Source: an optimization exercise on an open RTL-to-GDS flow (aim: small area and a short achievable clock period). Production flows keep margins and buffers that such runs may drop. Only simulation tests tie the RTL to the original design; equivalence was not proved. Power is estimated from default activity; no workload was simulated.

==> design.v <==
module trace_capture #(
  parameter  int DEPTH  = 32,
  parameter  int DROP_W = 16,
  localparam int AW     = $clog2(DEPTH),
  localparam int LVL_W  = AW + 1
) (
  input  logic              clk_in,
  input  logic              reset,
  input  logic              cap_en,
  input  logic [31:0]       pc,
  input  logic [31:0]       inst,
  input  logic              rf_we,
  input  logic [4:0]        rf_waddr,
  input  logic [31:0]       rf_wdata,
  output logic              m_valid,
  input  logic              m_ready,
  output logic [31:0]       m_data,
  output logic              m_last,
  output logic [LVL_W-1:0]  level,
  output logic [DROP_W-1:0] drop_cnt
);
  typedef struct packed {
    logic [31:0] pc;
    logic [31:0] inst;
    logic        rf_we;
    logic [4:0]  rf_waddr;
    logic [31:0] rf_wdata;
  } rec_t;
  typedef enum logic [2:0] {IDLE, W0, W1, W2, W3} state_t;
  localparam logic [LVL_W-1:0] FULL_LVL = LVL_W'(DEPTH);
  logic [101:0]       mem_q [0:DEPTH-1];
  rec_t               rec_in;
  rec_t               head;
  logic [AW-1:0]      wr_ptr_q, wr_ptr_d;
  logic [AW-1:0]      rd_ptr_q, rd_ptr_d;
  logic [LVL_W-1:0]   level_q, level_d;
  logic [DROP_W-1:0]  drop_q, drop_d;
  state_t             state_q, state_d;
  logic push_req;
  logic full;
  logic pop;
  logic push_ok;
  logic drop;
  assign rec_in = {pc, inst, rf_we, rf_waddr, rf_wdata};
  assign push_req = cap_en;
  assign full    = (level_q == FULL_LVL);
  assign pop     = (state_q == W3) && m_ready;
  assign push_ok = push_req && (!full || pop);
  assign drop    = push_req && full && !pop;
  always_comb begin
    wr_ptr_d = wr_ptr_q;
    rd_ptr_d = rd_ptr_q;
    level_d  = level_q;
    drop_d   = drop_q;
    if (push_ok) begin
      wr_ptr_d = wr_ptr_q + AW'(1);
    end
    if (pop) begin
      rd_ptr_d = rd_ptr_q + AW'(1);
    end
    level_d = level_q + LVL_W'(push_ok) - LVL_W'(pop);
    if (drop && (drop_q != '1)) begin
      drop_d = drop_q + DROP_W'(1);
    end
  end
  always_comb begin
    state_d = state_q;
    unique case (state_q)
      IDLE: if (level_q != '0) state_d = W0;
      W0:   if (m_ready) state_d = W1;
      W1:   if (m_ready) state_d = W2;
      W2:   if (m_ready) state_d = W3;
      W3:   if (m_ready) state_d = (level_d != '0) ? W0 : IDLE;
      default: state_d = IDLE;
    endcase
  end
  always_ff @(posedge clk_in or negedge reset) begin
    if (!reset) begin
      wr_ptr_q <= '0;
      rd_ptr_q <= '0;
      level_q  <= '0;
      drop_q   <= '0;
      state_q  <= IDLE;
    end else begin
      wr_ptr_q <= wr_ptr_d;
      rd_ptr_q <= rd_ptr_d;
      level_q  <= level_d;
      drop_q   <= drop_d;
      state_q  <= state_d;
    end
  end
  always_ff @(posedge clk_in) begin
    if (push_ok) begin
      mem_q[wr_ptr_q] <= rec_in;
    end
  end
  assign head = mem_q[rd_ptr_q];
  always_comb begin
    m_data = '0;
    unique case (state_q)
      W0:      m_data = head.pc;
      W1:      m_data = head.inst;
      W2:      m_data = {head.rf_we, 26'b0, head.rf_waddr};
      W3:      m_data = head.rf_wdata;
      default: m_data = '0;
    endcase
  end
  assign m_valid  = (state_q != IDLE);
  assign m_last   = (state_q == W3);
  assign level    = level_q;
  assign drop_cnt = drop_q;
endmodule
==> run.sh <==
#!/bin/bash
# synth_recipe.tcl (not shown) runs the flow's synth.tcl, then flattens the netlist and writes it again
# the make line also repeats each setting of config.mk as NAME=value (left out here)
make -C /OpenROAD-flow-scripts/flow DESIGN_CONFIG=/design/flow/config.mk WORK_HOME=/design/flow/orfs CLKGATE_MAP_FILE= SYNTH_SCRIPT=/design/flow/synth_recipe.tcl finish
==> config.mk <==
export PLATFORM = sky130hd
export DESIGN_NAME = trace_capture
export DESIGN_NICKNAME = trace_capture
export VERILOG_FILES = /design/flow/design.v
export SDC_FILE = /design/flow/constraint.sdc
export NUM_CORES = 4
export LEC_CHECK = 0
export CAP_MARGIN = 20
export CORE_MARGIN = 2
export CORE_UTILIZATION = 40
export SETUP_SLACK_MARGIN = 0.2
export SLEW_MARGIN = 20
==> constraint.sdc <==
create_clock -name core_clock -period 6.0 [get_ports {clk_in}]
set_input_delay 1.2000 -clock core_clock [delete_from_list [all_inputs] [get_ports {clk_in}]]
set_output_delay 1.2000 -clock core_clock [all_outputs]
set_load 0.01 [all_outputs]
==> flow_summary.yaml <==
status:
  run_status: "finished clean"
clock_network:
  max-clock-path-buffers: 4
  clkLatencyLatePin_ns: 0.90
  cts_tree: "done"
  root_buffer: "clkbuf_16"
  cts.clk_slew.worst_paths_ns: 0.06
  cts.sinks: 3299
  h-tree-depth: 5
  cts_buffers: 340
critical_path:
  path_buf_inv: 4
  end_kind: "output port"
  startpoint_type: "register"
  worstSetupPathType: "reg2out"
  crit_arrival_ns: 4.51
  crit_family: "buffers and inverters"
  cp_max_fo: 13
  worst_path_most_repeated_cell: "buf_4"
  cp.required_ns: 4.80
  cp_cell_sequence: "clkinv_2, nor2_4, buf_4, buf_4, a22oi_1, nand3_1, nand4_1, a211o_1, clkdlybuf4s50_1"
  slowest_stage: "dfrtp_4"
  cp_slowest_stage_delay_ns: 0.70
floorplan:
  die_area_um2: 320000
  die_x_um: 566
  die_y_um: 566
  ios: 162
  start_util_pct: 40.1
  rows: 206
  coreArea_um2: 314000
sta:
  worst_hold_slack_ns: 0.439
  rsz0062_at_grt: "no"
  fin_skew_ns: 0.0512
  finalHoldViolCount: 0
  setup-violations-final: 0
  finalCritPeriodShare_pct: 95.2
  max-slew-margin-rel_pct: 22.7
  worst_pin_slew_ns: 1.16
  clock.fmax_mhz: 175
  finalCriticalPeriod_ns: 5.71
  drv_slew: 0
global_routing:
  grtUsageTotal_pct: 22.8
  antenna_found_initial: 55
  grt_pass1_vias: 63270
  grt_max_degree: 83
  gr-total-overflow: 0
  grt_pass1_wl_mm: 509
power:
  power_frac_seq_pct: 42.3
  pwr-share-clk_pct: 32.7
  p_sw_share_pct: 28.6
  irDropWorstVdd_uv: 317
  power.density_nw_per_um2: 441
  comb_power_share_pct: 25.1
  p_int_uw: 45900
  switching_power_uw: 18400
  p_leak_uw: 0.0456
route:
  num_vias: 63813
  first_pass_iters: 5
  vias_per_cell: 6.04
  routedWlPerCell_um: 34.8
  ant_nets: 0
  drt_wl_total_mm: 367
  initialDrtViolationCount: 8993
  drc: 0
synthesis:
  post-synth-top-count-cell: "edfxtp_1"
  synth_seq_cells: 3299
  synth_edf_count: 3264
  yosysWarnings: 1
  synth.area.top_cells: "edfxtp_1 (78%), mux4_2 (13%), mux2i_1 (2.4%)"
  async_flop_share_pct: 1.06
  synth.cell_area_um2: 126000
  seq_area_frac_synth_pct: 78.4
  yosysTopAreaCellShare_pct: 77.7
  synth_area_per_cell_um2: 22.4
  syn_nets: 5760
  synthTopCellsByCount: "edfxtp_1 (3264), mux4_2 (712), mux2i_1 (304), a22oi_1 (184), nand2_1 (130)"
  synth_cell_types: 68
  synth_top_flop_cell: "edfxtp_1"
  yosys.area.top_type: "edfxtp_1"
  synth_cells: 5639
final_layout:
  final_cells: 10559
  fin_area_um2: 146000
  fillers: 25725
  finalNetCount: 6242
  drive_above_1_share_pct: 24.6
  area_growth_syn_to_layout_pct: 15.7
job:
  timing.max_cap.violations: 0
placement:
  dp.cells: 9930
  gpl.final_weighted_congestion: 0.775
  place_hpwl_mm: 192
  port_buffers: 161
  post_dp_cell_area_um2: 135000
worst_hold_path:
  hold_class: "in2async"
[sequential cells by signal (all words and copies together) (netlist names)]
name	count
state_q	3
wr_ptr_q	5
rd_ptr_q	5
mem_q	3264
drop_q	16
level_q	6
[path summary, 6_finish.rpt]
| check | startpoint | end | slack (ns) | cells after the start |
|---|---|---|---|---|
| min in group core_clock | drop_q[6] | drop_q[6] | 0.50 | 1 |
| max reg2reg | state_q[2] | mem_q[29][41] | 2.28 | 6 |
| max in group asynchronous | reset | rd_ptr_q[1] | 4.83 | 1 |
| max | rd_ptr_q[1] | m_data[17] | 0.29 | 9 |
| min | reset | drop_q[5] | 0.44 | 1 |
| min reg2reg | drop_q[6] | drop_q[6] | 0.50 | 1 |
[layout by cell type, fill, tap and decap left out, types with 49 or more instances in the layout]
master,Yosys,routed
clkbuf_16,0,345
edfxtp_1,3264,3264
mux2i_1,304,304
clkinv_1,3,63
buf_4,44,171
o22ai_1,78,78
a22oi_1,184,183
nor2_1,88,49
buf_12,2,106
clkbuf_1,115,68
nand3_1,69,68
a21oi_1,100,98
mux4_2,712,712
nand2_1,130,128
clkdlybuf4s50_1,0,136
clkinv_2,0,60
[metrics by stage]
| stage | setup slack (ns) | TNS, ns | util (%) | power (uW) |
|---|---|---|---|---|
| after floorplan | -1.13 | -3531.47 | - | 38000 |
| after global placement | 0.566 | 0 | 42.9 | 43600 |
| after detailed placement | 0.552 | 0 | 42.9 | 43700 |
| after CTS | 0.208 | 0 | 46.4 | 64700 |
| after global routing | 0.203 | 0 | 46.4 | 66400 |
| final | 0.287 | 0 | 46.4 | 64400 |
[cell families (layout without fill, tap and decap cells)]
logic type | count (synthesis) | after routing | synth area share [%]
muxes | 1021 | 1021 | 15.2
DFF | 3299 | 3299 | 78.4
AOI/OAI and AO/OA | 553 | 553 | 3.06
xor gates and xnor gates | 26 | 26 | 0.181
and+or+nand+nor | 403 | 403 | 1.49
adders and majority gates | 15 | 15 | 0.155
buffers and inverters | 322 | 1067 | 1.53
other | 0 | 15 | 0
[final cells by class]
| cell class | instances | area (um^2) | area share [%] |
|---|---|---|---|
| Multi-Input combinational cell | 2018 | 25700 | 17.6 |
| Tap cell | 4160 | 5200 | 3.57 |
| Clock buffer | 415 | 8920 | 6.11 |
| Timing Repair Buffer | 444 | 5060 | 3.47 |
| Inverter | 18 | 73.8 | 0.0506 |
| Clock inverter | 190 | 2050 | 1.40 |
| Sequential cell | 3299 | 98900 | 67.8 |
| Antenna cell | 15 | 37.5 | 0.0257 |
[per-layer routing]
metal | vias up | GRT usage (%) | wire length, um | part of all wire, %
met5 | - | 0 | 159 | 0.043
met3 | 563 | 3.76 | 31700 | 8.6
met4 | 24 | 5.24 | 8970 | 2.4
li1 | 25013 | - | - | -
met1 | 34912 | 32.1 | 148000 | 40
met2 | 3301 | 37.3 | 179000 | 49
[timing repair]
item | CTS | global route
resized for setup | 9 | 10
hold buffers | 0 | 0
buffers inserted | 7 | 1
endpoints found under the setup margin | 31 | 8
pin swaps | 1 | 2
[power groups by stage]
stage	sequential, uW	combinational [uW]	clock [uW]
floorplan	27700	10300	0
global placement	27700	15900	0
detailed placement	27800	16000	0
CTS	27200	16200	21300
global route	27300	16900	22200
finish	27200	16100	21000

[static timing again, ports no longer ideal]
How much do the figures lean on ideal ports? The routed layout below was timed once more, with nothing changed but the port constraints.
Step 1, drivers: a clkbuf_16 drives clk_in and a buf_2 each remaining input, both assumed.
Step 2, shift: input delay + t, output delay - t, t = (earliest + latest rising clock arrival at the registers) / 2. This alone moves slack from input paths to output paths.
a / b / c = no drivers / after step 1 / after step 2; a / b = the first two.
t, ns: 0.974
setup WS [ns]: 0.287 / 0.192 / 0.951
latest minus earliest clock arrival (ns): 0.058 / 0.057
After both steps this run still meets setup and hold. The setup slack of this run moves by -0.095 ns with the drivers and by +0.664 ns with both steps.
